This design comes from an exercise in tuning for small area, a short achievable clock period and few clock cycles per item on the open sky130 flow, not from production work.
Function was not checked in any run shown here: the RTL went through the layout flow alone.
Power is estimated from default activity; no workload was simulated.

===== flow/constraint.sdc =====
create_clock -name core_clock -period 7.0 [get_ports {clk}]
set_input_delay 1.4000 -clock core_clock [delete_from_list [all_inputs] [get_ports {clk}]]
set_output_delay 1.4000 -clock core_clock [all_outputs]
set_load 0.01 [all_outputs]

===== flow/config.mk =====
export PLATFORM = sky130hd
export DESIGN_NAME = sonar_range_proximity_blinker_unit
export DESIGN_NICKNAME = sonar_range_proximity_blinker_unit
export VERILOG_FILES = /design/flow/design.v
export SDC_FILE = /design/flow/constraint.sdc
export NUM_CORES = 4
export LEC_CHECK = 0
export ABC_CLOCK_PERIOD_IN_PS = 2000
export CAP_MARGIN = 20
export CORE_MARGIN = 2
export CORE_UTILIZATION = 40
export CTS_BUF_LIST = sky130_fd_sc_hd__clkbuf_8
export PLACE_DENSITY = 0.85
export SETUP_SLACK_MARGIN = 4.45
export SLEW_MARGIN = 20

===== flow/flow/run.sh =====
#!/bin/bash
# The standard layout, with the port buffers made from plain buffers
# (sky130_fd_sc_hd__buf_2) instead of the delay cell buffer_ports picks by default
set -euo pipefail
bash standard.sh "BUFFER_PORTS_ARGS=-buffer_cell sky130_fd_sc_hd__buf_2" finish > flow.log 2>&1

===== flow/design.v =====
package srpb_pkg;
  localparam int COUNT_WIDTH = 16;
  localparam int VAL_WIDTH   = 16;
  localparam int CM_CFG_W    = 10;
  localparam int FRAC_BITS   = 10;
  localparam int CFG_IDX_W   = 3;
  localparam int CFG_DATA_W  = 16;
  localparam logic [FRAC_BITS-1:0] DIST_SCALE_Q10 = FRAC_BITS'(878);
  localparam logic [VAL_WIDTH-1:0] ECHO_LAST_INT  = VAL_WIDTH'(56191);
  localparam logic [FRAC_BITS-1:0] ECHO_LAST_FRAC = FRAC_BITS'(146);
  localparam logic [VAL_WIDTH-1:0] RST_TRIGGER_INTERVAL = VAL_WIDTH'(4000);
  localparam logic [CM_CFG_W-1:0]  RST_NEAR_LIMIT_CM    = CM_CFG_W'(10);
  localparam logic [CM_CFG_W-1:0]  RST_FAR_LIMIT_CM     = CM_CFG_W'(100);
  localparam logic [VAL_WIDTH-1:0] RST_NEAR_HALF_PERIOD = VAL_WIDTH'(2000);
  localparam logic [VAL_WIDTH-1:0] RST_FAR_HALF_PERIOD  = VAL_WIDTH'(20000);
  localparam logic [CM_CFG_W-1:0]  RST_TICKS_PER_CM     = CM_CFG_W'(200);
  localparam logic [VAL_WIDTH-1:0] RST_HALF_PERIOD      = VAL_WIDTH'(20000);
  typedef enum logic [CFG_IDX_W-1:0] {
    CFG_TRIGGER_INTERVAL = 3'd0,
    CFG_NEAR_LIMIT_CM    = 3'd1,
    CFG_FAR_LIMIT_CM     = 3'd2,
    CFG_NEAR_HALF_PERIOD = 3'd3,
    CFG_FAR_HALF_PERIOD  = 3'd4,
    CFG_TICKS_PER_CM     = 3'd5
  } srpb_cfg_idx_t;
  function automatic logic ge16(input logic [15:0] a, input logic [15:0] b);
    logic [15:0] g;
    logic [15:0] t;
    g = a & ~b;
    t = a | ~b;
    for (int n = 16; n > 1; n = n / 2) begin
      for (int k = 0; k < n / 2; k++) begin
        g[k] = g[2*k+1] | (t[2*k+1] & g[2*k]);
        t[k] = t[2*k+1] & t[2*k];
      end
    end
    ge16 = g[0] | t[0];
  endfunction
  typedef struct packed {
    logic action;
    logic echo_level;
  } srpb_item_t;
  typedef struct packed {
    logic                 trigger_out;
    logic                 led_out;
    logic [VAL_WIDTH-1:0] distance_cm;
    logic                 distance_new;
  } srpb_result_t;
endpackage
module srpb_mul (
  input  logic [srpb_pkg::VAL_WIDTH-1:0] acc,
  input  logic [srpb_pkg::CM_CFG_W-1:0]  a,
  input  logic                           bit_i,
  output logic [srpb_pkg::VAL_WIDTH-1:0] sum,
  output logic                           ovf
);
  localparam int VW = srpb_pkg::VAL_WIDTH;
  logic carry;
  assign {carry, sum} = {1'b0, acc[VW-2:0], 1'b0} + {1'b0, VW'(bit_i ? a : '0)};
  assign ovf          = acc[VW-1] || carry;
endmodule
module sonar_range_proximity_blinker_unit (
  input  logic                                clk,
  input  logic                                rst,
  input  logic                                item_valid,
  output logic                                item_stall,
  input  srpb_pkg::srpb_item_t                item,
  output logic                                result_valid,
  input  logic                                result_stall,
  output srpb_pkg::srpb_result_t              result,
  input  logic                                cfg_valid,
  output logic                                cfg_ready,
  input  logic [srpb_pkg::CFG_IDX_W-1:0]      cfg_index,
  input  logic [srpb_pkg::CFG_DATA_W-1:0]     cfg_data
);
  localparam int CW = srpb_pkg::COUNT_WIDTH;
  localparam int VW = srpb_pkg::VAL_WIDTH;
  localparam int FB = srpb_pkg::FRAC_BITS;
  localparam int KW = srpb_pkg::CM_CFG_W;
  logic [VW-1:0] trigger_interval;
  logic [KW-1:0] near_limit_cm;
  logic [KW-1:0] far_limit_cm;
  logic [VW-1:0] near_half_period;
  logic [VW-1:0] far_half_period;
  logic [KW-1:0] ticks_per_cm;
  logic [CW-1:0] trigger_next;   
  logic          pulse_pending;
  logic          trigger_level;
  logic [VW-1:0] echo_int;       
  logic [FB-1:0] echo_frac;      
  logic [VW-1:0] distance_cm;
  logic [VW-1:0] half_period;
  logic          half_ovf;       
  logic [CW-1:0] blink_next;     
  logic          led_state;
  logic          distance_new;
  logic          h_tick;
  logic          h_rise;
  logic          h_fall;
  logic          e_valid;
  srpb_pkg::srpb_item_t e_item;
  logic          stall_q;        
  logic          pending;        
  logic          rv_q;           
  logic [3:0]    scale_left;     
  logic          busy;           
  logic          scale_bit;      
  logic          push;
  logic          res_ok;
  logic          proc;
  logic          do_tick;
  logic          do_rise;
  logic          do_fall;
  logic          head_free;
  srpb_pkg::srpb_item_t nh_item;
  logic          nh_valid;
  logic [CW-1:0] trigger_inc;
  logic [CW-1:0] blink_inc;
  logic          trigger_hit;
  logic          blink_hit;
  logic          echo_last;
  logic          echo_carry;
  logic          near_hit;
  logic          mid_hit;
  logic          will_scale;
  logic [3:0]    tpc_msb;
  logic          tpc_msb_bit;
  logic          scale_bit_next;
  logic [VW-1:0] scale_sum;
  logic          scale_ovf;
  logic          busy_next;
  logic          pending_next;
  assign cfg_ready    = 1'b1;
  assign item_stall   = stall_q;
  assign result_valid = rv_q;
  assign result       = {trigger_level, led_state, distance_cm, distance_new};
  assign res_ok  = !(pending && result_stall);
  assign proc    = (h_tick || h_rise || h_fall) && !busy && res_ok;
  assign do_tick = h_tick && !busy && res_ok;
  assign do_rise = h_rise && !busy && res_ok;
  assign do_fall = h_fall && !busy && res_ok;
  assign push      = item_valid && !stall_q;
  assign head_free = !(h_tick || h_rise || h_fall) || proc;
  assign nh_valid  = e_valid || push;
  assign nh_item   = e_valid ? e_item : item;
  assign trigger_inc = trigger_next + CW'(1);
  assign blink_inc   = blink_next + CW'(1);
  assign trigger_hit = srpb_pkg::ge16(trigger_next, trigger_interval);
  assign blink_hit   = half_ovf ? (blink_next == '1) : srpb_pkg::ge16(blink_next, half_period);
  assign echo_carry = echo_frac >= FB'(1024 - 878);
  assign echo_last  = &(echo_int | ~srpb_pkg::ECHO_LAST_INT);
  assign near_hit = (echo_int[VW-1:KW] == '0) &&
                    srpb_pkg::ge16(VW'({near_limit_cm, 1'b0}), VW'({echo_int[KW-1:0], |echo_frac}));
  assign mid_hit  = (echo_int[VW-1:KW] == '0) &&
                    !srpb_pkg::ge16(VW'(echo_int[KW-1:0]), VW'(far_limit_cm));
  always_comb begin
    tpc_msb     = 4'd0;
    tpc_msb_bit = 1'b0;
    for (int i = 1; i < KW; i++) begin
      if (ticks_per_cm[i]) begin
        tpc_msb     = 4'(i);
        tpc_msb_bit = ticks_per_cm[i-1];
      end
    end
  end
  assign will_scale = !near_hit && mid_hit && (tpc_msb != 4'd0);
  always_comb begin
    scale_bit_next = 1'b0;
    for (int i = 0; i < KW - 1; i++) begin
      if (scale_left == 4'(i + 2)) scale_bit_next = ticks_per_cm[i];
    end
    if (!busy) scale_bit_next = tpc_msb_bit;
  end
  srpb_mul u_mul (
    .acc   (half_period),
    .a     (distance_cm[KW-1:0]),
    .bit_i (scale_bit),
    .sum   (scale_sum),
    .ovf   (scale_ovf)
  );
  assign busy_next    = busy ? (scale_left != 4'd1) : (do_fall && will_scale);
  assign pending_next = proc || (pending && !(rv_q && !result_stall));
  always_ff @(posedge clk) begin
    if (rst) begin
      trigger_interval <= srpb_pkg::RST_TRIGGER_INTERVAL;
      near_limit_cm    <= srpb_pkg::RST_NEAR_LIMIT_CM;
      far_limit_cm     <= srpb_pkg::RST_FAR_LIMIT_CM;
      near_half_period <= srpb_pkg::RST_NEAR_HALF_PERIOD;
      far_half_period  <= srpb_pkg::RST_FAR_HALF_PERIOD;
      ticks_per_cm     <= srpb_pkg::RST_TICKS_PER_CM;
    end else if (cfg_valid) begin
      case (cfg_index)
        srpb_pkg::CFG_TRIGGER_INTERVAL: trigger_interval <= cfg_data;
        srpb_pkg::CFG_NEAR_LIMIT_CM:    near_limit_cm    <= cfg_data[KW-1:0];
        srpb_pkg::CFG_FAR_LIMIT_CM:     far_limit_cm     <= cfg_data[KW-1:0];
        srpb_pkg::CFG_NEAR_HALF_PERIOD: near_half_period <= cfg_data;
        srpb_pkg::CFG_FAR_HALF_PERIOD:  far_half_period  <= cfg_data;
        srpb_pkg::CFG_TICKS_PER_CM:     ticks_per_cm     <= cfg_data[KW-1:0];
        default: ;
      endcase
    end
  end
  always_ff @(posedge clk) begin
    if (rst) begin
      trigger_next  <= CW'(1);
      pulse_pending <= 1'b0;
      trigger_level <= 1'b0;
      echo_int      <= '0;
      echo_frac     <= '0;
      distance_cm   <= '0;
      half_period   <= srpb_pkg::RST_HALF_PERIOD;
      half_ovf      <= 1'b0;
      blink_next    <= CW'(1);
      led_state     <= 1'b0;
      h_tick        <= 1'b0;
      h_rise        <= 1'b0;
      h_fall        <= 1'b0;
      e_valid       <= 1'b0;
      stall_q       <= 1'b0;
      pending       <= 1'b0;
      rv_q          <= 1'b0;
      busy          <= 1'b0;
    end else begin
      if (do_tick) begin
        trigger_next  <= trigger_hit ? CW'(1) : trigger_inc;
        pulse_pending <= trigger_hit;
        trigger_level <= trigger_hit || (trigger_level && !pulse_pending);
        blink_next    <= blink_hit ? CW'(1) : blink_inc;
        led_state     <= led_state ^ blink_hit;
        if (echo_last) begin
          echo_int  <= '0;
          echo_frac <= '0;
        end else begin
          if (echo_carry) echo_int <= echo_int + VW'(1);
          echo_frac <= echo_frac + srpb_pkg::DIST_SCALE_Q10;
        end
      end
      if (do_rise) begin
        echo_int  <= '0;
        echo_frac <= '0;
      end
      if (do_fall) begin
        distance_cm <= echo_int;
        if (near_hit)                half_period <= near_half_period;
        else if (!mid_hit)           half_period <= far_half_period;
        else if (ticks_per_cm == '0) half_period <= '0;
        else                         half_period <= echo_int;
        half_ovf <= 1'b0;
      end
      if (busy) begin
        half_period <= scale_sum;
        half_ovf    <= half_ovf || scale_ovf;
      end
      busy    <= busy_next;
      pending <= pending_next;
      rv_q    <= pending_next && !busy_next;
      if (head_free) begin
        h_tick  <= nh_valid && !nh_item.action;
        h_rise  <= nh_valid && nh_item.action && nh_item.echo_level;
        h_fall  <= nh_valid && nh_item.action && !nh_item.echo_level;
        e_valid <= e_valid && push;
        stall_q <= e_valid && push;
      end else begin
        e_valid <= e_valid || push;
        stall_q <= e_valid || push;
      end
    end
  end
  always_ff @(posedge clk) begin
    if (push && (e_valid || !head_free)) e_item <= item;
    scale_bit <= scale_bit_next;
    if (proc) distance_new <= do_fall;
    if (busy)         scale_left <= scale_left - 4'd1;
    else if (do_fall) scale_left <= tpc_msb;
  end
endmodule

===== flow/standard.sh =====
#!/bin/bash
# synth_recipe.tcl (not shown) runs the flow's synth.tcl, then flattens the netlist and writes it again
# the make line also repeats each setting of config.mk as NAME=value (left out here)
make -C /OpenROAD-flow-scripts/flow DESIGN_CONFIG=/design/flow/config.mk WORK_HOME=/design/flow/orfs CLKGATE_MAP_FILE= SYNTH_SCRIPT=/design/flow/synth_recipe.tcl "${@:-finish}"

==> results of run 1 <==
==> layout make-up <==
type                            count  share of cell area [%]
Clock inverter                     12                    1.22
Clock buffer                       20                    2.52
Multi-Input combinational cell    904                    50.3
Inverter                           68                    2.38
Sequential cell                   186                    35.0
Timing Repair Buffer               80                    4.93
Tap cell                          319                    3.66
Timing Repair inverter              1                  0.0459
==> flip-flops by register name, summed over array words and instances, names as in the netlist, 16 cells and up <==
name and count:
trigger_interval 16, far_half_period 16, near_half_period 16, blink_next 16, half_period 16, distance_cm 16, trigger_next 16, echo_int 16
==> critical path: stages (launching register included) <==
cell	delay, ns
dfxtp_4	0.36
or4_4	0.51
or3_4	0.40
or3_4	0.35
o31a_4	0.33
nand3b_1	0.21
a32o_2	0.34
a2111oi_4	0.19
==> power breakdown <==
| group | total (uW) | switching (uW) | leakage, uW | internal, uW |
|---|---|---|---|---|
| clock | 749 | 399 | 0.000215 | 350 |
| sequential | 1110 | 25.6 | 0.00152 | 1090 |
| combinational | 162 | 103 | 0.00234 | 59.5 |
==> cell families (layout without fill, tap and decap cells) <==
group	count (synthesis)	in the layout
flip-flops	186	186
AO/OA/AOI/OAI	250	252
buffers and inverters	122	181
adder cells (fa/ha/maj)	27	27
AND/OR/NAND/NOR	556	558
other	1	1
XOR/XNOR	58	58
multiplexers	8	8
==> per-layer routing <==
metal | vias to the layer above | track usage (%)
li1 | 4242 | -
met1 | 4149 | 29.4
met2 | 470 | 33.5
met3 | 85 | 4.41
met4 | 0 | 9.91
met5 | - | 0
==> cell usage in the layout, fill, tap and decap left out, types with 5 or more instances in the layout <==
cell type	n
nand3_1	24
a211oi_1	9
nand3b_1	30
a21oi_1	109
clkbuf_8	20
buf_4	25
mux2i_1	7
ha_1	17
or3_1	9
xor2_1	26
xnor2_1	32
a31oi_1	7
and4_1	6
nand2_1	259
edfxtp_1	7
o31ai_1	6
nand2b_1	23
nor3_1	24
dfxtp_1	169
nor2_1	83
o21ai_1	7
buf_2	44
maj3_1	9
o22ai_1	11
nand4_1	13
inv_1	67
o21ai_0	23
and3_1	6
dfxtp_2	7
o2111ai_1	6
buf_6	8
nor3b_1	5
a22oi_1	7
and2_1	10
nor2b_1	26
==> metrics by stage <==
step	total power [uW]	cell area [um^2]	util, %	std cells
floorplan	1230	9540	-	1208
detailed placement	1280	9930	42.7	1523
global placement	1270	9930	42.7	1523
finish	2020	10900	46.9	1590
CTS	2010	10600	45.7	1573
global route	2090	10900	46.9	1590
==> how the worst max path moves through the flow <==
stage | slack (ns) | cells past startpoint | to
2_1_floorplan | 4.32 | 7 | echo_int[15]
3_3_place_gp | 3.68 | 8 | half_period[3]
3_5_place_dp | 3.63 | 8 | half_period[8]
4_1_cts | 4.24 | 7 | half_period[8]
5_1_grt | 4.16 | 7 | half_period[8]
6_report | 4.21 | 7 | half_period[8]
==> what timing repair did <==
action,CTS,global route
pin swaps,19,14
cloned,4,1
setup endpoints to repair,41,51
gates resized for setup,42,39
setup buffers,14,15
==> results.txt, run 1 <==
Clock Latency Late Sink=between 0.4 and 0.5 ns; TritonCTS Buffers=17; reg2reg start=echo_int[15]; max_slew headroom=approximately 25%; CTS H-Tree Depth=4; DPL Wire Length=between 15,000 and 20,000 um; TritonCTS clock tree=done; biggest area consumer among synthesized cells=dfxtp_1; Worst Setup End Kind=register; Reg clk slew, reported paths=0.09 ns; Setup CP Type=reg2reg; WP data required=approximately 7.4 ns; RSZ-0062 raised after global routing=yes; worst slew pin tran=approximately 1.1 ns; via count=around 8,900; routed vias/inst=~5.6; # clock sinks=~190; WHS=approximately 0.46 ns; Yosys reg bits=about 190; die area=24,700 um^2; Reg2Reg Depth=7; IO buf count=46; pwr dens=around 190 nW/um^2; highest routing layer actually used=met4; footprint of the multi-input gates=5480 um^2; hold_buf cts=0; Die W=~160 um; top area cells in the synthesized netlist=dfxtp_1 38%, nand2_1 11%, a21oi_1 6.0%; CP Launch Type=register; Endpoint, Worst Hold=distance_cm[11]; Post-synth EDFFs=7; status=finished clean; Seq/Total Area, Yosys=between 40 and 50%; clock skew=roughly 0.018 ns; Distinct cells, synth=between 60 and 70; WL per Instance=about 17 um; hold path startpoint=distance_cm[11]; initial antenna violation count=1; share of the synthesized area in the top cell type=between 30% and 40%; die span in y=approximately 160 um; Fin. Hold Viols=0; flop2flop setup slack=about 4.2 ns; area of the core=approximately 23,000 um^2; Compound-Gate Fraction of Synth Area=between 10% and 20%; worst reg2reg path endpoint=half_period[8]; Worst Hold Depth=2; leakage=between 0.004 and 0.005 uW; Syn Nets=about 1,300; DRT met1 WL=roughly 11,000 um; final number of max-transition violations=0; Met2 Wirelength=approximately 12,000 um; Max FO, Critical Path=5; fraction of registers with async set/reset=0%; main flop type after synthesis=dfxtp_1; total grt overflow=0; most common cell in the netlist=nand2_1; Longest Clk Path Bufs=2; # DRC=0; final worst setup slack=~4.2 ns; antenna fix cells=0; Rows=56; worst setup path start=echo_int[15]; fraction of layout cells with a size suffix above 1=~15%; Mapped Area=between 9000 and 10,000 um^2; Sequential Area=around 3800 um^2; Layout area overhead=16.4%; Final Setup Violations=0; Final #Nets=around 1,300; Max Cap Viol=0; drt total wl=27,000 um; first-pass GRT wire length=roughly 42,000 um; top cells by count, synth=264 x nand2_1, 179 x dfxtp_1, 113 x a21oi_1, 87 x nor2_1, 68 x inv_1; worst min-delay path class=reg2reg; vias in the first global route=roughly 8,300; Detail Route Antenna Nets=0; Adder-Cell Fraction of Synth Area=about 3.4%; maximum VDD drop=0.000116 V; Total GRT Usage=between 20% and 30%; post-place setup slack=around 3.6 ns; initial core utilization=about two fifths; fin crit period=roughly 2.8 ns; Synth Instances=between 1,000 and 1,500; Ports=48; main combinational cell family by area after synthesis=simple AND/OR/NAND/NOR gates; routability congestion estimate=0.873; syn avg cell area=about 7.8 um^2; DR WL met3=~2600 um; fillers=around 2,200; final period utilization=39.8%; largest net degree at the start of global routing=79; Pre-antenna DRT Iters=6; Setup TNS Final=0 ns; Simple-Gate Fraction of Synth Area=roughly 28%; Ys Warns=1; multiplexer share of the synthesized area=less than 1%; Fmax=~0.36 GHz; clock root buffer=clkbuf_8; crit path DAT=between 3 and 4 ns; Post-Synth XOR/XNOR Area=approximately 5.4%; Starting DRT DRC Count=~1,200
==> inputs of run 2 (changes only) <==
--- a/flow/design.v
+++ b/flow/design.v
@@ -36,6 +36,42 @@
     end
     ge16 = g[0] | t[0];
   endfunction
+  function automatic logic [16:0] add16(input logic [15:0] a, input logic [15:0] b,
+                                        input logic ci);
+    logic [15:0] g;
+    logic [15:0] t;
+    logic [15:0] p;
+    logic [15:0] gn;
+    logic [15:0] tn;
+    logic [16:0] c;
+    g = a & b;
+    t = a | b;
+    p = t & ~g;
+    g[0] = g[0] | (t[0] & ci);
+    for (int d = 1; d < 16; d = d * 2) begin
+      gn = g;
+      tn = t;
+      for (int i = d; i < 16; i++) begin
+        gn[i] = g[i] | (t[i] & g[i-d]);
+        tn[i] = t[i] & t[i-d];
+      end
+      g = gn;
+      t = tn;
+    end
+    c = {g, ci};
+    add16 = {c[16], p ^ c[15:0]};
+  endfunction
+  function automatic logic [15:0] inc16(input logic [15:0] a);
+    logic [15:0] t;
+    logic [15:0] tn;
+    t = a;
+    for (int d = 1; d < 16; d = d * 2) begin
+      tn = t;
+      for (int i = d; i < 16; i++) tn[i] = t[i] & t[i-d];
+      t = tn;
+    end
+    inc16 = a ^ {t[14:0], 1'b1};
+  endfunction
   typedef struct packed {
     logic action;
     logic echo_level;
@@ -56,7 +92,7 @@
 );
   localparam int VW = srpb_pkg::VAL_WIDTH;
   logic carry;
-  assign {carry, sum} = {1'b0, acc[VW-2:0], 1'b0} + {1'b0, VW'(bit_i ? a : '0)};
+  assign {carry, sum} = srpb_pkg::add16({acc[VW-2:0], 1'b0}, VW'(bit_i ? a : '0), 1'b0);
   assign ovf          = acc[VW-1] || carry;
 endmodule
 module sonar_range_proximity_blinker_unit (
@@ -143,12 +179,13 @@
   assign head_free = !(h_tick || h_rise || h_fall) || proc;
   assign nh_valid  = e_valid || push;
   assign nh_item   = e_valid ? e_item : item;
-  assign trigger_inc = trigger_next + CW'(1);
-  assign blink_inc   = blink_next + CW'(1);
+  assign trigger_inc = srpb_pkg::inc16(trigger_next);
+  assign blink_inc   = srpb_pkg::inc16(blink_next);
   assign trigger_hit = srpb_pkg::ge16(trigger_next, trigger_interval);
   assign blink_hit   = half_ovf ? (blink_next == '1) : srpb_pkg::ge16(blink_next, half_period);
   assign echo_carry = echo_frac >= FB'(1024 - 878);
-  assign echo_last  = &(echo_int | ~srpb_pkg::ECHO_LAST_INT);
+  assign echo_last  = (echo_int == srpb_pkg::ECHO_LAST_INT) &&
+                      (echo_frac == srpb_pkg::ECHO_LAST_FRAC);
   assign near_hit = (echo_int[VW-1:KW] == '0) &&
                     srpb_pkg::ge16(VW'({near_limit_cm, 1'b0}), VW'({echo_int[KW-1:0], |echo_frac}));
   assign mid_hit  = (echo_int[VW-1:KW] == '0) &&
@@ -212,6 +249,7 @@
       half_ovf      <= 1'b0;
       blink_next    <= CW'(1);
       led_state     <= 1'b0;
+      distance_new  <= 1'b0;
       h_tick        <= 1'b0;
       h_rise        <= 1'b0;
       h_fall        <= 1'b0;
@@ -219,6 +257,7 @@
       stall_q       <= 1'b0;
       pending       <= 1'b0;
       rv_q          <= 1'b0;
+      scale_left    <= '0;
       busy          <= 1'b0;
     end else begin
       if (do_tick) begin
@@ -231,7 +270,7 @@
           echo_int  <= '0;
           echo_frac <= '0;
         end else begin
-          if (echo_carry) echo_int <= echo_int + VW'(1);
+          if (echo_carry) echo_int <= srpb_pkg::inc16(echo_int);
           echo_frac <= echo_frac + srpb_pkg::DIST_SCALE_Q10;
         end
       end
@@ -239,6 +278,7 @@
         echo_int  <= '0;
         echo_frac <= '0;
       end
+      if (proc) distance_new <= do_fall;
       if (do_fall) begin
         distance_cm <= echo_int;
         if (near_hit)                half_period <= near_half_period;
@@ -246,10 +286,12 @@
         else if (ticks_per_cm == '0) half_period <= '0;
         else                         half_period <= echo_int;
         half_ovf <= 1'b0;
+        scale_left <= tpc_msb;
       end
       if (busy) begin
         half_period <= scale_sum;
         half_ovf    <= half_ovf || scale_ovf;
+        scale_left  <= scale_left - 4'd1;
       end
       busy    <= busy_next;
       pending <= pending_next;
@@ -269,8 +311,5 @@
   always_ff @(posedge clk) begin
     if (push && (e_valid || !head_free)) e_item <= item;
     scale_bit <= scale_bit_next;
-    if (proc) distance_new <= do_fall;
-    if (busy)         scale_left <= scale_left - 4'd1;
-    else if (do_fall) scale_left <= tpc_msb;
   end
 endmodule
--- a/flow/config.mk
+++ b/flow/config.mk
@@ -10,6 +10,6 @@
 export CORE_MARGIN = 2
 export CORE_UTILIZATION = 40
 export CTS_BUF_LIST = sky130_fd_sc_hd__clkbuf_8
-export PLACE_DENSITY = 0.85
-export SETUP_SLACK_MARGIN = 4.45
+export PLACE_DENSITY = 0.75
+export SETUP_SLACK_MARGIN = 4.3
 export SLEW_MARGIN = 20
==> results.txt, run 2 <==
Starting DRT DRC Count=a little over 700; hold_buf cts=0; CP Cell Sequence=buf_2 -> a21oi_4 -> and2_4 -> buf_4 -> o2111ai_2 -> nor3_2 -> nand3_1 -> xor2_1 -> nor2_1; WP data required=7.36 ns; initial antenna violation count=0; # DRC=0; Setup CP Type=in2reg; final number of max-transition violations=0; status=finished clean; Ports=48; Reg clk slew, reported paths=around 0.090 ns; Area after DPL=roughly 10000 um^2; sw frac=between 20% and 30%; fin crit period=~2.7 ns; most frequent cells in the layout=262 x nand2_1, 181 x dfxtp_1, 112 x a21oi_1; Clock Power Share=34.2%; Fmax=~0.37 GHz; maximum VDD drop=0.000114 V; Logic pwr share=approximately 8.6%; TritonCTS Buffers=17; Detail Route Antenna Nets=0; biggest area consumer among synthesized cells=dfxtp_1; initial core utilization=40.7%; WP buf/inv=2; P_int=between 1000 and 1500 uW; worst min-delay path class=reg2reg; clock skew=roughly 0.018 ns; Synth Instances=1,231; Pre-antenna DRT Iters=5; fraction of registers with async set/reset=0%; Final #Nets=1,315; total grt overflow=0; CTS H-Tree Depth=4; syn avg cell area=between 7 and 8 um^2; pwr dens=about 180 nW/um^2; Fin. Hold Viols=0; Die W=158 um; Rows=56; top cells by count, synth=265 x nand2_1, 184 x dfxtp_1, 115 x a21oi_1, 102 x nor2_1, 72 x inv_1; die area=~25,000 um^2; Clock Latency Late Sink=0.48 ns; Distinct cells, synth=81; final std cell area, no fill=about 11,000 um^2; fraction of layout cells with a size suffix above 1=between 10 and 15%; Total GRT Usage=between 20% and 30%; drt total wl=26,600 um; Mapped Area=roughly 9500 um^2; TritonCTS clock tree=done; most common cell after layout, fill and taps aside=nand2_1; vias in the first global route=~7,900; Post-synth EDFFs=2; WL per Instance=16.7 um; Layout area overhead=11.0%; fillers=2,347; part of the power in registers=between 50% and 60%; Seq/Total Area, Yosys=about two fifths; clock root buffer=clkbuf_8; leakage=just under 0.004 uW; largest net degree at the start of global routing=76; Setup TNS Final=0 ns; max_slew headroom=21.8%; slowest stage delay, CP=0.30 ns; final period utilization=a little under two fifths; Ys Warns=2; Max Cap Viol=0; die span in y=158 um; Syn Nets=approximately 1,300; via count=8,847; Yosys reg bits=186; CP Launch Type=input pin; share of the synthesized area in the top cell type=38.7%; Worst Setup End Kind=register; area of the core=between 20,000 and 25,000 um^2; Psw=542 uW; RSZ-0062 raised after global routing=yes; first-pass GRT wire length=41,800 um; routability congestion estimate=~0.9; Longest Clk Path Bufs=2; crit path DAT=between 3 and 4 ns; worst slew pin tran=between 1 and 1.5 ns; Final Setup Violations=0; # clock sinks=186; IO buf count=46; DPL Wire Length=between 15,000 and 20,000 um; main flop type after synthesis=dfxtp_1; antenna fix cells=0; Max FO, Critical Path=7; routed vias/inst=about 5.5; CP max-delay cell=nor3_2; Top Family by Delay on Critical Path=simple AND/OR/NAND/NOR gates; top area cells in the synthesized netlist=dfxtp_1 39%, nand2_1 10%, a21oi_1 6.0%; most common cell in the netlist=nand2_1
-- run 2: final cells by class --
| cell class | count | area (um^2) | area share [%] |
|---|---|---|---|
| multi-input cells | 917 | 5380 | 50.9 |
| flip-flops and latches | 186 | 3750 | 35.5 |
| repair buffers | 68 | 417 | 3.94 |
| well taps | 319 | 399 | 3.78 |
| inverters | 73 | 274 | 2.59 |
| clock buffers | 18 | 248 | 2.35 |
| clock inverters | 14 | 98.8 | 0.936 |
-- run 2: metrics by stage --
step	util [%]	instances	hold WS [ns]	setup slack [ns]	power [uW]
final	45.1	1595	0.455	4.32	1940
after global routing	45.1	1595	0.483	4.27	2010
after CTS	44.2	1579	0.458	4.11	1930
after detailed placement	42.5	1545	0.445	3.24	1290
after global placement	42.5	1545	0.438	3.30	1280
after floorplan	-	1231	0.432	4.30	1230
-- run 2: final timing paths --
check	slack (ns)	to	cells past startpoint	start
setup / recovery	4.32	echo_int[15]	9	result_stall
hold / removal	0.46	distance_cm[14]	2	distance_cm[14]
hold reg to reg	0.46	distance_cm[14]	2	distance_cm[14]
setup reg to reg	4.36	half_period[14]	7	echo_int[11]
-- run 2: power by group through the flow --
stage / clock network [uW] / registers (uW) / logic, uW
2_1_floorplan: 0 / 1120 / 107
3_3_place_gp: 0 / 1130 / 149
3_5_place_dp: 0 / 1130 / 152
4_1_cts: 671 / 1110 / 155
5_1_grt: 714 / 1110 / 183
6_report: 663 / 1110 / 167
-- run 2: cell families after synthesis --
logic type / synth area share [%]
adder cells (fa/ha/maj): 4.26
multiplexers: 0.868
flip-flops: 39.3
AO/OA/AOI/OAI: 18.4
AND/OR/NAND/NOR: 26.3
buffers and inverters: 5.76
other: 0.0394
XOR/XNOR: 5.06
-- run 2: timing repair --
| action | in CTS | in global routing |
|---|---|---|
| setup buffers | 1 | 15 |
| cloned | 1 | 1 |
| endpoints found under the setup margin | 55 | 41 |
| pin swaps | 2 | 10 |
| resized for setup | 9 | 18 |
-- run 2: worst register-to-register path, cell delays in order (launching register included) --
cell and delay [ns]:
dfxtp_1 0.43, nor4_4 0.32, nand2_2 0.15, or4_4 0.57, a21oi_4 0.26, or2_1 0.41
o21ai_0 0.23, a2bb2oi_1 0.17
-- run 2: metal layers --
metal,track usage [%],share of wire [%],vias to the layer above
met5,0,0,-
li1,-,-,4277
met3,5.09,7.7,37
met2,33.1,45,331
met4,6.09,1.5,0
met1,29.2,46,4202
==> inputs of run 3 (changes only) <==
--- a/flow/config.mk
+++ b/flow/config.mk
@@ -6,10 +6,10 @@
 export NUM_CORES = 4
 export LEC_CHECK = 0
 export ABC_CLOCK_PERIOD_IN_PS = 2000
-export CAP_MARGIN = 20
+export CAP_MARGIN = 50
 export CORE_MARGIN = 2
 export CORE_UTILIZATION = 40
 export CTS_BUF_LIST = sky130_fd_sc_hd__clkbuf_8
 export PLACE_DENSITY = 0.75
 export SETUP_SLACK_MARGIN = 4.3
-export SLEW_MARGIN = 20
+export SLEW_MARGIN = 70
==> results.txt, run 3 <==
Ys Warns=2; TritonCTS clock tree=done; Reg clk slew, reported paths=about 0.09 ns; Clock Latency Late Sink=approximately 0.5 ns; Max Cap Viol=0; most common cell in the netlist=nand2_1; fraction of registers with async set/reset=0%; clock root buffer=clkbuf_8; pwr dens=192 nW/um^2; routability congestion estimate=0.895; Max FO, Critical Path=38; TritonCTS Buffers=17; syn avg cell area=between 7 and 8 um^2; RSZ-0062 raised after global routing=yes; antenna fix cells=0; area of the core=23,400 um^2; CP Launch Type=input pin; fillers=between 2,000 and 2,500; Distinct cells, synth=81; vias in the first global route=8,113; Worst Setup End Kind=register; Post-synth EDFFs=2; Final #Nets=about 1,300; die span in y=around 160 um; initial antenna violation count=0; Synth Instances=approximately 1,200; top area cells in the synthesized netlist=dfxtp_1 39%, nand2_1 10%, a21oi_1 6.0%; Detail Route Antenna Nets=0; Pre-antenna DRT Iters=7; Setup CP Type=in2reg; Yosys reg bits=roughly 190; Die W=around 160 um; Final Setup Violations=0; WP data required=roughly 7.4 ns; via count=roughly 8,800; status=finished clean; main flop type after synthesis=dfxtp_1; largest net degree at the start of global routing=39; # DRC=0; WL per Instance=between 15 and 20 um; clock skew=about 0.013 ns; total grt overflow=0; Power Total=approximately 2100 uW; DPL Wire Length=between 15,000 and 20,000 um; final period utilization=between 30% and 40%; Sequential Area=between 3000 and 4000 um^2; Rows=56; maximum VDD drop=~0.00011 V; leakage=approximately 0.004 uW; Fmax=~0.38 GHz; initial core utilization=between 40 and 50%; Longest Clk Path Bufs=2; hold_buf cts=0; DRT met1 WL=~12,000 um; Met2 Wirelength=between 10,000 and 15,000 um; fin crit period=around 2.7 ns; Total GRT Usage=21.2%; Syn Nets=about 1,300; highest routing layer actually used=met4; crit path DAT=just over 3 ns; footprint of the multi-input gates=5450 um^2; die area=between 20,000 and 30,000 um^2; Mapped Area=roughly 9500 um^2; top cells by count, synth=265 x nand2_1, 184 x dfxtp_1, 115 x a21oi_1, 102 x nor2_1, 72 x inv_1; Setup TNS Final=0 ns; Ports=48; Starting DRT DRC Count=a little over 700; drt total wl=roughly 26,000 um; # clock sinks=about 190; most frequent cells in the layout=261 x nand2_1, 177 x dfxtp_1, 109 x a21oi_1; Seq/Total Area, Yosys=around two fifths; biggest area consumer among synthesized cells=dfxtp_1; CTS H-Tree Depth=4; routed vias/inst=~5.5; first-pass GRT wire length=approximately 42,000 um; fraction of layout cells with a size suffix above 1=between 10% and 20%; most common cell after layout, fill and taps aside=nand2_1; Layout area overhead=13.0%; worst min-delay path class=reg2reg; final number of max-transition violations=0; DR WL met3=1880 um; Fin. Hold Viols=0; IO buf count=between 40 and 50; share of the synthesized area in the top cell type=between 30% and 40%
## run 3: path summary, 6_finish.rpt
check / startpoint / end / slack (ns) / cells after the start
hold / removal: distance_cm[14] / distance_cm[14] / 0.46 / 2
hold reg to reg: distance_cm[14] / distance_cm[14] / 0.46 / 2
setup reg to reg: echo_int[6] / half_period[11] / 4.42 / 9
setup / recovery: rst / echo_frac[2] / 4.34 / 7
## run 3: metal layers
metal / GRT usage [%] / vias to the layer above
li1: - / 4277
met1: 28.8 / 4133
met3: 5.12 / 42
met4: 6.22 / 0
met5: 0 / -
met2: 33.7 / 343
## run 3: logic make-up after synthesis
group                      count (synthesis)  synth area share (%)
AOI/OAI and AO/OA                        265                  18.4
xor gates and xnor gates                  55                  5.06
adders and majority gates                 33                  4.26
buffers and inverters                    130                  5.76
DFF                                      186                  39.3
muxes                                      8                 0.868
other                                      1                0.0394
and+or+nand+nor                          553                  26.3
## run 3: timing repair
action,4_1_cts,5_1_grt
resized for setup,3,9
pin swaps,2,6
buffers inserted,2,5
gates cloned,0,1
endpoints found under the setup margin,12,25
## run 3: where the power goes
group / switching [uW] / internal, uW / total (uW)
registers: 25.7 / 1080 / 1110
logic: 111 / 61.4 / 172
clock network: 419 / 363 / 782
## run 3: stage by stage
stage,utilization (%),instances,hold slack (ns),cell area (um^2),setup WS (ns)
after global routing,46.0,1596,0.483,10800,4.29
after detailed placement,43.5,1554,0.445,10200,3.69
final,46.0,1596,0.455,10800,4.34
after global placement,42.5,1545,0.438,9950,3.30
after floorplan,-,1231,0.432,9540,4.30
after CTS,45.4,1588,0.459,10600,4.28
## run 3: layout make-up
class | instances | share of cell area (%)
Clock inverter | 15 | 1.77
Multi-Input combinational cell | 916 | 50.7
Sequential cell | 186 | 34.9
Tap cell | 319 | 3.71
Timing Repair Buffer | 70 | 4.15
Clock buffer | 17 | 2.18
Inverter | 73 | 2.56
## run 3: worst max-delay path, cell delays in order
cell and delay (ns):
buf_4 0.22, inv_1 0.11, buf_6 0.32, nand2_1 0.30, o21bai_1 0.24, buf_4 0.22
a211oi_1 0.23
==> inputs of run 4 (changes only) <==
--- a/flow/design.v
+++ b/flow/design.v
@@ -36,42 +36,6 @@
     end
     ge16 = g[0] | t[0];
   endfunction
-  function automatic logic [16:0] add16(input logic [15:0] a, input logic [15:0] b,
-                                        input logic ci);
-    logic [15:0] g;
-    logic [15:0] t;
-    logic [15:0] p;
-    logic [15:0] gn;
-    logic [15:0] tn;
-    logic [16:0] c;
-    g = a & b;
-    t = a | b;
-    p = t & ~g;
-    g[0] = g[0] | (t[0] & ci);
-    for (int d = 1; d < 16; d = d * 2) begin
-      gn = g;
-      tn = t;
-      for (int i = d; i < 16; i++) begin
-        gn[i] = g[i] | (t[i] & g[i-d]);
-        tn[i] = t[i] & t[i-d];
-      end
-      g = gn;
-      t = tn;
-    end
-    c = {g, ci};
-    add16 = {c[16], p ^ c[15:0]};
-  endfunction
-  function automatic logic [15:0] inc16(input logic [15:0] a);
-    logic [15:0] t;
-    logic [15:0] tn;
-    t = a;
-    for (int d = 1; d < 16; d = d * 2) begin
-      tn = t;
-      for (int i = d; i < 16; i++) tn[i] = t[i] & t[i-d];
-      t = tn;
-    end
-    inc16 = a ^ {t[14:0], 1'b1};
-  endfunction
   typedef struct packed {
     logic action;
     logic echo_level;
@@ -87,13 +51,12 @@
   input  logic [srpb_pkg::VAL_WIDTH-1:0] acc,
   input  logic [srpb_pkg::CM_CFG_W-1:0]  a,
   input  logic                           bit_i,
-  output logic [srpb_pkg::VAL_WIDTH-1:0] sum,
-  output logic                           ovf
+  output logic [srpb_pkg::VAL_WIDTH-1:0] acc_next
 );
   localparam int VW = srpb_pkg::VAL_WIDTH;
-  logic carry;
-  assign {carry, sum} = srpb_pkg::add16({acc[VW-2:0], 1'b0}, VW'(bit_i ? a : '0), 1'b0);
-  assign ovf          = acc[VW-1] || carry;
+  logic [VW:0] sum;
+  assign sum      = {1'b0, acc[VW-2:0], 1'b0} + {1'b0, VW'(bit_i ? a : '0)};
+  assign acc_next = (acc[VW-1] || sum[VW]) ? '1 : sum[VW-1:0];
 endmodule
 module sonar_range_proximity_blinker_unit (
   input  logic                                clk,
@@ -126,7 +89,6 @@
   logic [FB-1:0] echo_frac;      
   logic [VW-1:0] distance_cm;
   logic [VW-1:0] half_period;
-  logic          half_ovf;       
   logic [CW-1:0] blink_next;     
   logic          led_state;
   logic          distance_new;
@@ -162,8 +124,7 @@
   logic [3:0]    tpc_msb;
   logic          tpc_msb_bit;
   logic          scale_bit_next;
-  logic [VW-1:0] scale_sum;
-  logic          scale_ovf;
+  logic [VW-1:0] scale_next;
   logic          busy_next;
   logic          pending_next;
   assign cfg_ready    = 1'b1;
@@ -179,10 +140,10 @@
   assign head_free = !(h_tick || h_rise || h_fall) || proc;
   assign nh_valid  = e_valid || push;
   assign nh_item   = e_valid ? e_item : item;
-  assign trigger_inc = srpb_pkg::inc16(trigger_next);
-  assign blink_inc   = srpb_pkg::inc16(blink_next);
+  assign trigger_inc = trigger_next + CW'(1);
+  assign blink_inc   = blink_next + CW'(1);
   assign trigger_hit = srpb_pkg::ge16(trigger_next, trigger_interval);
-  assign blink_hit   = half_ovf ? (blink_next == '1) : srpb_pkg::ge16(blink_next, half_period);
+  assign blink_hit   = srpb_pkg::ge16(blink_next, half_period);
   assign echo_carry = echo_frac >= FB'(1024 - 878);
   assign echo_last  = (echo_int == srpb_pkg::ECHO_LAST_INT) &&
                       (echo_frac == srpb_pkg::ECHO_LAST_FRAC);
@@ -209,11 +170,10 @@
     if (!busy) scale_bit_next = tpc_msb_bit;
   end
   srpb_mul u_mul (
-    .acc   (half_period),
-    .a     (distance_cm[KW-1:0]),
-    .bit_i (scale_bit),
-    .sum   (scale_sum),
-    .ovf   (scale_ovf)
+    .acc      (half_period),
+    .a        (distance_cm[KW-1:0]),
+    .bit_i    (scale_bit),
+    .acc_next (scale_next)
   );
   assign busy_next    = busy ? (scale_left != 4'd1) : (do_fall && will_scale);
   assign pending_next = proc || (pending && !(rv_q && !result_stall));
@@ -246,7 +206,6 @@
       echo_frac     <= '0;
       distance_cm   <= '0;
       half_period   <= srpb_pkg::RST_HALF_PERIOD;
-      half_ovf      <= 1'b0;
       blink_next    <= CW'(1);
       led_state     <= 1'b0;
       distance_new  <= 1'b0;
@@ -270,7 +229,7 @@
           echo_int  <= '0;
           echo_frac <= '0;
         end else begin
-          if (echo_carry) echo_int <= srpb_pkg::inc16(echo_int);
+          if (echo_carry) echo_int <= echo_int + VW'(1);
           echo_frac <= echo_frac + srpb_pkg::DIST_SCALE_Q10;
         end
       end
@@ -285,12 +244,10 @@
         else if (!mid_hit)           half_period <= far_half_period;
         else if (ticks_per_cm == '0) half_period <= '0;
         else                         half_period <= echo_int;
-        half_ovf <= 1'b0;
         scale_left <= tpc_msb;
       end
       if (busy) begin
-        half_period <= scale_sum;
-        half_ovf    <= half_ovf || scale_ovf;
+        half_period <= scale_next;
         scale_left  <= scale_left - 4'd1;
       end
       busy    <= busy_next;
--- a/flow/config.mk
+++ b/flow/config.mk
@@ -6,10 +6,10 @@
 export NUM_CORES = 4
 export LEC_CHECK = 0
 export ABC_CLOCK_PERIOD_IN_PS = 2000
-export CAP_MARGIN = 50
+export CAP_MARGIN = 20
 export CORE_MARGIN = 2
 export CORE_UTILIZATION = 40
 export CTS_BUF_LIST = sky130_fd_sc_hd__clkbuf_8
-export PLACE_DENSITY = 0.75
-export SETUP_SLACK_MARGIN = 4.3
-export SLEW_MARGIN = 70
+export PLACE_DENSITY = 0.85
+export SETUP_SLACK_MARGIN = 4.45
+export SLEW_MARGIN = 20
==> results.txt, run 4 <==
Most common cell on crit path=o21ai_1; first-pass GRT wire length=40,100 um; CP Cell Sequence=and2_4 -> ha_4 -> inv_2 -> fa_2 -> nor2b_2 -> o31a_1 -> o41ai_4 -> o21ai_1 -> xor2_1 -> o21ai_1 -> a21oi_1 -> a211o_1; Distinct cells, synth=74; Total GRT Usage=roughly 20%; drt total wl=about 26,000 um; Fin. Hold Viols=0; Top Family by Delay on Critical Path=compound AO/OA/AOI/OAI gates; CTS H-Tree Depth=4; hold path startpoint=distance_cm[12]; main flop type after synthesis=dfxtp_1; syn avg cell area=approximately 7.8 um^2; # DRC=0; max_slew headroom=approximately a third; Syn Nets=about 1,200; fraction of registers with async set/reset=0%; DPL Wire Length=around 17,000 um; CP Launch Type=register; TritonCTS clock tree=done; via count=9,061; TritonCTS Buffers=17; most common cell after layout, fill and taps aside=nand2_1; Rows=between 50 and 60; vias in the first global route=roughly 8,200; Ys Warns=1; top cells by count, synth=234 x nand2_1, 183 x dfxtp_1, 106 x a21oi_1, 97 x nor2_1, 55 x inv_1; top area cells in the synthesized netlist=dfxtp_1 39%, nand2_1 9.4%, a21oi_1 5.7%; share of the synthesized area in the top cell type=39.4%; initial antenna violation count=0; worst setup path start=scale_bit; leakage=around 0.0040 uW; final number of max-transition violations=0; biggest area consumer among synthesized cells=dfxtp_1; post-route insts no fill=between 1,500 and 2,000; Post-synth EDFFs=2; maximum VDD drop=roughly 0.00015 V; Reg clk slew, reported paths=approximately 0.090 ns; die span in y=between 150 and 200 um; fraction of layout cells with a size suffix above 1=15.6%; Longest Clk Path Bufs=2; Worst Setup End Kind=register; fin crit period=approximately 2.7 ns; Clock Latency Late Sink=around 0.49 ns; Yosys reg bits=185; CP max-delay cell=o41ai_4; reg2reg start=scale_bit; status=finished clean; # clock sinks=between 150 and 200; worst slew pin tran=around 1.0 ns; Ports=48; Setup CP Type=reg2reg; Power Total=1990 uW; Starting DRT DRC Count=1,149; die area=roughly 25,000 um^2; WP data required=about 7.4 ns; final period utilization=between 30% and 40%; Pre-antenna DRT Iters=7; most common cell in the netlist=nand2_1; Setup TNS Final=0 ns; Fmax=between 0.3 and 0.4 GHz; Layout area overhead=14.9%; crit path DAT=a little over 3 ns; routability congestion estimate=0.899; slowest stage delay, CP=0.49 ns; WL per Instance=~17 um; worst min-delay path class=reg2reg; Final #Nets=around 1,300; antenna fix cells=0; total grt overflow=0; area of the core=between 20,000 and 25,000 um^2; largest net degree at the start of global routing=41; IO buf count=46; Max Cap Viol=0; final core utilization=between 40 and 50%; hold_buf cts=0; Seq/Total Area, Yosys=between 40% and 50%; RSZ-0062 raised after global routing=yes; routed vias/inst=around 5.9; WP buf/inv=1; Placed Cells=1,467; pwr dens=roughly 190 nW/um^2; Max FO, Critical Path=6; initial core utilization=41.0%; Detail Route Antenna Nets=0; Mapped Area=~9300 um^2; Die W=between 150 and 200 um; Final Setup Violations=0; most frequent cells in the layout=231 x nand2_1, 173 x dfxtp_1, 100 x a21oi_1; clock skew=approximately 0.015 ns; Synth Instances=approximately 1,200; clock root buffer=clkbuf_8
run 4: cell count changes after synthesis, sizes merged, moves of 8 or more:
cell | before | now
nand2 | 266 | 234
inv | 72 | 57
a21oi | 118 | 108
and2 | 11 | 21
and3 | 9 | 18
ha | 25 | 17
run 4: where the power goes:
part           switching [uW]  total [uW]  leakage [uW]  internal, uW
Sequential               25.9        1100       0.00150          1080
Clock                     426         722      0.000205           296
Combinational             105         167       0.00228          62.2
run 4: path summary, 6_finish.rpt:
| kind | endpoint | slack, ns | depth (start not counted) |
|---|---|---|---|
| max | half_period[15] | 4.29 | 12 |
| min | distance_cm[12] | 0.46 | 2 |
| max reg2reg | half_period[15] | 4.29 | 12 |
| min reg2reg | distance_cm[12] | 0.46 | 2 |
run 4: worst reg2reg max path, cell delays in order, from the launching register on:
cell and delay (ns):
dfxtp_4 0.37, and2_4 0.17, ha_4 0.15, inv_2 0.05, fa_2 0.22, nor2b_2 0.05
o31a_1 0.35, o41ai_4 0.49, o21ai_1 0.14, xor2_1 0.16, o21ai_1 0.14, a21oi_1 0.08
a211o_1 0.23
run 4: cell type report:
class	count	area, um^2
Tap cell	285	357
Clock inverter	15	151
Timing Repair Buffer	80	563
Clock buffer	17	234
Fill cell	2102	12000
Multi-Input combinational cell	894	5440
Inverter	57	214
Sequential cell	185	3740
run 4: kinds of logic (layout without fill, tap and decap cells):
group | Yosys count | count (layout) | share of synthesized area (%)
buffers and inverters | 119 | 169 | 5.24
flip-flops | 185 | 185 | 40.0
adder cells (fa/ha/maj) | 27 | 27 | 3.50
other | 1 | 1 | 0.0403
multiplexers | 3 | 3 | 0.323
AND/OR/NAND/NOR | 524 | 526 | 25.5
XOR/XNOR | 63 | 63 | 5.93
AO/OA/AOI/OAI | 273 | 274 | 19.5
run 4: metrics by stage:
step	area [um^2]	hold slack [ns]	worst slack, ns
2_1_floorplan	9350	0.432	4.25
6_report	10700	0.460	4.29
4_1_cts	10300	0.462	4.35
3_3_place_gp	9690	0.442	3.33
5_1_grt	10700	0.481	4.21
3_5_place_dp	9690	0.446	3.29
run 4: timing repair:
item,CTS,global route
setup endpoints to repair,77,52
pin swaps,5,22
resized for setup,32,57
buffers inserted,7,23
cloned,2,2
run 4: per-layer routing:
layer / share of wire [%] / track usage [%] / up-vias
li1: - / - / 4228
met1: 40 / 25.4 / 4268
met2: 47 / 33.9 / 463
met3: 8.2 / 3.43 / 102
met4: 4.6 / 10.3 / 0
met5: 0 / 0 / -

## port drivers added, routing unchanged
Ports are ideal in the flow. The routed layouts listed here were re-timed in OpenROAD. Step 1 sets driving cells, clkbuf_16 on the clock port and buf_2 on the other inputs (assumed; they add their load-dependent delay and slew). Step 2, shift: input delay + t, output delay - t, t = (earliest + latest rising clock arrival at the registers) / 2. This alone moves slack from input paths to output paths. Slacks: ideal / step 1 / step 2; pairs: ideal / step 1.
run	t (ns)	setup slack, ns	clock arrival spread, ns	worst data-port slew with drivers (ns)
run 1	0.518	4.213 / 4.213 / 3.844	0.022 / 0.022	0.06
run 2	0.516	4.322 / 4.345 / 3.829	0.018 / 0.018	0.04
run 3	0.532	4.338 / 4.346 / 3.814	0.016 / 0.015	0.04
run 4	0.528	4.290 / 4.290 / 3.980	0.019 / 0.019	0.05
After both steps every run listed still meets setup and hold. For run 3, which loses most, drivers alone change the setup slack by +0.008 ns; drivers and shift together by -0.524 ns.
